Source: an optimization exercise on an open RTL-to-GDS flow (aim: small area). Production flows keep margins and buffers that such runs may drop.
Only simulation tests tie the RTL to the original design; equivalence was not proved.
No activity file was given, so power comes from the tool's default toggle rates.

Design stick_top, start of the top module:
module stick_top #(
	parameter int NUM_CH   = 4,
	parameter int SYNC_BIT = 11
) (
	input  logic                     i_sysclk,
	input  logic                     i_phy_rst_n,
	input  logic                     i_cmd_valid,
	input  logic [31:0]              i_cmd,		 
	input  logic [NUM_CH*12-1:0]     i_adc,
	output logic                     o_msync_n,
	output logic [2:0]               o_hpwon,
	output logic [NUM_CH-1:0]        o_pdwn,
	output logic [NUM_CH-1:0]        o_phase_a,
	output logic [NUM_CH-1:0]        o_phase_b_n,
	output logic [NUM_CH-1:0]        o_phase_c,
	output logic [NUM_CH-1:0]        o_phase_d_n,
	output logic [NUM_CH-1:0]        o_nenz,
	output logic [NUM_CH-1:0]        o_acq_valid,
	output logic [NUM_CH-1:0]        o_acq_cmpl,
	output logic [NUM_CH-1:0]        o_en,
	output logic [NUM_CH-1:0]        o_doffs,
	output logic [NUM_CH-1:0]        o_soffs_n,
	output logic [NUM_CH*20-1:0]     o_acq_word	 
);
	logic [NUM_CH*85-1:0] cfg;		 
	logic                 sync_on;
	logic                 sync_stb;	 
	cmd_regs #(
		.NUM_CH(NUM_CH)
	) u_cmd_regs (
		.i_sysclk    (i_sysclk),
		.i_phy_rst_n (i_phy_rst_n),
		.i_cmd_valid (i_cmd_valid),
		.i_cmd       (i_cmd),
		.o_sync_on   (sync_on),
		.o_cfg       (cfg),
		.o_pdwn      (o_pdwn),
		.o_hv        (o_hpwon)
	);
	sync_gen #(
		.SYNC_BIT(SYNC_BIT)
	) u_sync_gen (
		.i_sysclk    (i_sysclk),
		.i_phy_rst_n (i_phy_rst_n),
		.i_sync_on   (sync_on),
		.o_msync_n   (o_msync_n),
		.o_sync_stb  (sync_stb)
	);
	for (genvar g = 0; g < NUM_CH; g++)
	begin : g_ch
		znd_chan u_znd (
			.i_sysclk    (i_sysclk),
			.i_phy_rst_n (i_phy_rst_n),
			.i_sync_stb  (sync_stb),
			.i_cfg       (cfg[g*85 +: 85]),
			.i_pdwn      (o_pdwn[g]),
			.o_imp_a     (o_phase_a[g]),
			.o_imp_b_n   (o_phase_b_n[g]),
			.o_imp_c     (o_phase_c[g]),
			.o_imp_d_n   (o_phase_d_n[g]),
			.o_enz_n     (o_nenz[g])
		);
		acq_chan u_acq (
			.i_sysclk    (i_sysclk),
			.i_phy_rst_n (i_phy_rst_n),
			.i_sync_stb  (sync_stb),
			.i_cfg       (cfg[g*85 +: 85]),
			.i_pdwn      (o_pdwn[g]),
			.i_adc       (i_adc[g*12 +: 12]),
			.o_valid     (o_acq_valid[g]),
			.o_word      (o_acq_word[g*20 +: 20]),
			.o_cmpl      (o_acq_cmpl[g]),
			.o_en        (o_en[g]),
			.o_doffs     (o_doffs[g]),
			.o_soffs_n   (o_soffs_n[g])
		);
	end
endmodule
Size: ~660 flip-flops.
Settings: LEC_CHECK=0, CAP_MARGIN=20, CORE_MARGIN=2, CORE_UTILIZATION=40, CTS_CLUSTER_DIAMETER=60, CTS_CLUSTER_SIZE=25, SLEW_MARGIN=20; clock period 6.0 ns.
standard.sh (not shown) runs the stock make flow with config.mk's settings and CLKGATE_MAP_FILE= SYNTH_SCRIPT=/design/flow/synth_recipe.tcl, a recipe that flattens the netlist after the stock synthesis.
==> flow/flow/run.sh <==
#!/bin/bash
# The standard layout, with each port buffered by the smallest buffer
# (sky130_fd_sc_hd__buf_1) in place of the delay buffer buffer_ports picks
# on its own. make's full output goes to finish.log in this folder; the tools'
# own logs are under orfs/logs/.
set -euo pipefail
bash standard.sh finish "BUFFER_PORTS_ARGS=-buffer_cell sky130_fd_sc_hd__buf_1" > finish.log 2>&1
The first run finished clean.
Rerun with:
- CORE_UTILIZATION: 40 -> 65
- CTS_BUF_LIST: not set -> sky130_fd_sc_hd__clkbuf_8
- CTS_CLUSTER_DIAMETER: 60 -> 45
- CTS_CLUSTER_SIZE: 25 -> 16
- PLACE_DENSITY: not set -> 0.75
Result: The new run ran to the end with no violations; synthesized area stays the same; global-route usage climbs by 8.8 points; sequential share of layout area is higher by 1.2 points; worst setup slack gets better by 0.048 ns; design area came out lower by 2.3%; core utilization climbs by 27 points; final cell count drops by 10%; critical path depth is lower by 1.
Rerun with:
- CAP_MARGIN: 20 -> 5
- CORE_UTILIZATION: 65 -> 40
- CTS_CLUSTER_DIAMETER: 45 -> 60
- PLACE_DENSITY: 0.75 -> not set
- SLEW_MARGIN: 20 -> 5
The new run finished clean; clock skew grows by 0.015 ns; via count shrinks by 1.1%; setup slack improved by 0.023 ns.

Another version of the RTL of stick_top (not shown whole).
For scale: roughly 2700 cells after synthesis, about 720 flip-flops, roughly 210 I/O pins, roughly 32000 sq um of cells after synthesis.
Settings: LEC_CHECK=0, CAP_MARGIN=20, CORE_MARGIN=2, CORE_UTILIZATION=40, SLEW_MARGIN=20; clock period 6.0 ns.
run.sh (not shown) runs the stock make flow with config.mk's settings and CLKGATE_MAP_FILE= SYNTH_SCRIPT=/design/flow/synth_recipe.tcl, a recipe that flattens the netlist after the stock synthesis.
Stock flow here: none of the scripts above is used.
The starting point produced a layout that fails on negative setup slack.
Next try:
CTS_BUF_LIST = sky130_fd_sc_hd__clkbuf_4   (was not set)
Result:
- The new run produced a clean layout
- core utilization decreases by 0.60 points
- clock skew went up by 27 ps
- critical path depth is unchanged
- design area decreases slightly
- sequential share of layout area rises by 0.57 points
- power is lower by a few percent
- clock-buffer cell count went up by 198
- worst hold slack loses 280 ps
- clock power goes down by a few percent
- non-clock buffer count is unchanged

Another version of the RTL of stick_top (not shown whole).
Size: roughly 2200 cells after synthesis, about 650 flip-flops, about 210 I/O pins, roughly 28000 µm² of cells after synthesis.
## stick_top
module stick_top #(
	parameter int NUM_CH   = 4,
	parameter int SYNC_BIT = 11
) (
	input  logic                     i_sysclk,
	input  logic                     i_phy_rst_n,
	input  logic                     i_cmd_valid,
	input  logic [31:0]              i_cmd,		 
	input  logic [NUM_CH*12-1:0]     i_adc,
	output logic                     o_msync_n,
	output logic [2:0]               o_hpwon,
	output logic [NUM_CH-1:0]        o_pdwn,
	output logic [NUM_CH-1:0]        o_phase_a,
	output logic [NUM_CH-1:0]        o_phase_b_n,
	output logic [NUM_CH-1:0]        o_phase_c,
	output logic [NUM_CH-1:0]        o_phase_d_n,
	output logic [NUM_CH-1:0]        o_nenz,
	output logic [NUM_CH-1:0]        o_acq_valid,
	output logic [NUM_CH-1:0]        o_acq_cmpl,
	output logic [NUM_CH-1:0]        o_en,
	output logic [NUM_CH-1:0]        o_doffs,
	output logic [NUM_CH-1:0]        o_soffs_n,
	output logic [NUM_CH*20-1:0]     o_acq_word	 
);
Settings: LEC_CHECK=0, CAP_MARGIN=20, CORE_MARGIN=2, CORE_UTILIZATION=58, CTS_BUF_LIST=sky130_fd_sc_hd__clkbuf_8, CTS_CLUSTER_DIAMETER=60, CTS_CLUSTER_SIZE=16, SLEW_MARGIN=20; clock period 6.0 ns.
standard.sh (not shown) runs the stock make flow with config.mk's settings and CLKGATE_MAP_FILE= SYNTH_SCRIPT=/design/flow/synth_recipe.tcl, a recipe that flattens the netlist after the stock synthesis.
Scripts as last shown in full above: flow/flow/run.sh
Next try:
- CORE_UTILIZATION: 58 -> 50
What happened: Cell area rose by 0.85%; critical path depth goes down by 2; cell count climbs by 4.6%; fmax drops by 0.48%; hold slack gets better by 0.033 ns; core utilization went down by 8.0 points; flip-flop and latch count stays the same; count of clock-buffer cells in the layout rises by 2; setup slack gets worse by 0.027 ns; wire length went up by 2.8%; sequential power is about the same.
Next try:
==> flow/flow/run.sh (replaced) <==
#!/bin/bash
# The standard layout, with each port buffered by the smallest buffer
# (sky130_fd_sc_hd__buf_1) in place of the delay buffer buffer_ports picks
# on its own. make's full output goes to finish.log in this folder; the tools'
# own logs are under orfs/logs/. The buffers Yosys/ABC put in are removed at
# floorplan, leaving the resizer to buffer what needs it.
set -euo pipefail
bash standard.sh finish "BUFFER_PORTS_ARGS=-buffer_cell sky130_fd_sc_hd__buf_1" REMOVE_ABC_BUFFERS=1 > finish.log 2>&1
- CORE_UTILIZATION: 50 -> 58
After rerunning: Count of clock-buffer cells in the layout falls by 2; via count hardly moves; routed wire length drops by 1.2%; synthesized area is unchanged; cell area falls by 0.56%.

## re-timing with driven ports
Ports are ideal in the flow. The routed layouts listed here were re-timed in OpenROAD. Step 1, drivers: a clkbuf_16 drives i_sysclk and a buf_2 each remaining input, both assumed. Step 2 times the ports against the registers' clock, not the clock port: input delays grow and output delays shrink by t, the midpoint of the rising clock arrivals with the driver on. a / b / c = ideal / step 1 / step 2; a / b = the first two.
run | t (ns) | setup WS [ns] | hold WS [ns] | clock arrival spread, ns | worst slew at a driven data input, ns
the first run of note 1 | 0.652 | 0.260 / 0.287 / -0.365 | 0.427 / 0.427 / 0.427 | 0.031 / 0.032 | 0.06
the second run of note 1 | 0.726 | 0.307 / 0.334 / -0.392 | 0.423 / 0.398 / 0.439 | 0.032 / 0.032 | 0.06
the third run of note 1 | 0.712 | 0.330 / 0.357 / -0.355 | 0.429 / 0.429 / 0.429 | 0.053 / 0.052 | 0.07
the first run of note 2 | 0.667 | -0.053 / -0.033 / -0.685 | 0.449 / 0.449 / 0.449 | 0.026 / 0.027 | 0.09
the second run of note 2 | 1.067 | 0.217 / 0.217 / -0.802 | 0.166 / 0.153 / 0.424 | 0.065 / 0.065 | 0.08
the first run of note 3 | 0.712 | 0.251 / 0.268 / -0.443 | 0.403 / 0.403 / 0.403 | 0.039 / 0.039 | 0.06
the second run of note 3 | 0.738 | 0.224 / 0.228 / -0.510 | 0.435 / 0.435 / 0.435 | 0.030 / 0.029 | 0.06
the third run of note 3 | 0.712 | 0.404 / 0.404 / -0.273 | 0.416 / 0.416 / 0.416 | 0.052 / 0.052 | 0.06
Met with ideal ports but missed after step 2: setup timing in 7 of these runs. For the second run of note 2, which loses most, drivers alone change the setup slack by 0.000 ns; drivers and shift together by -1.019 ns.
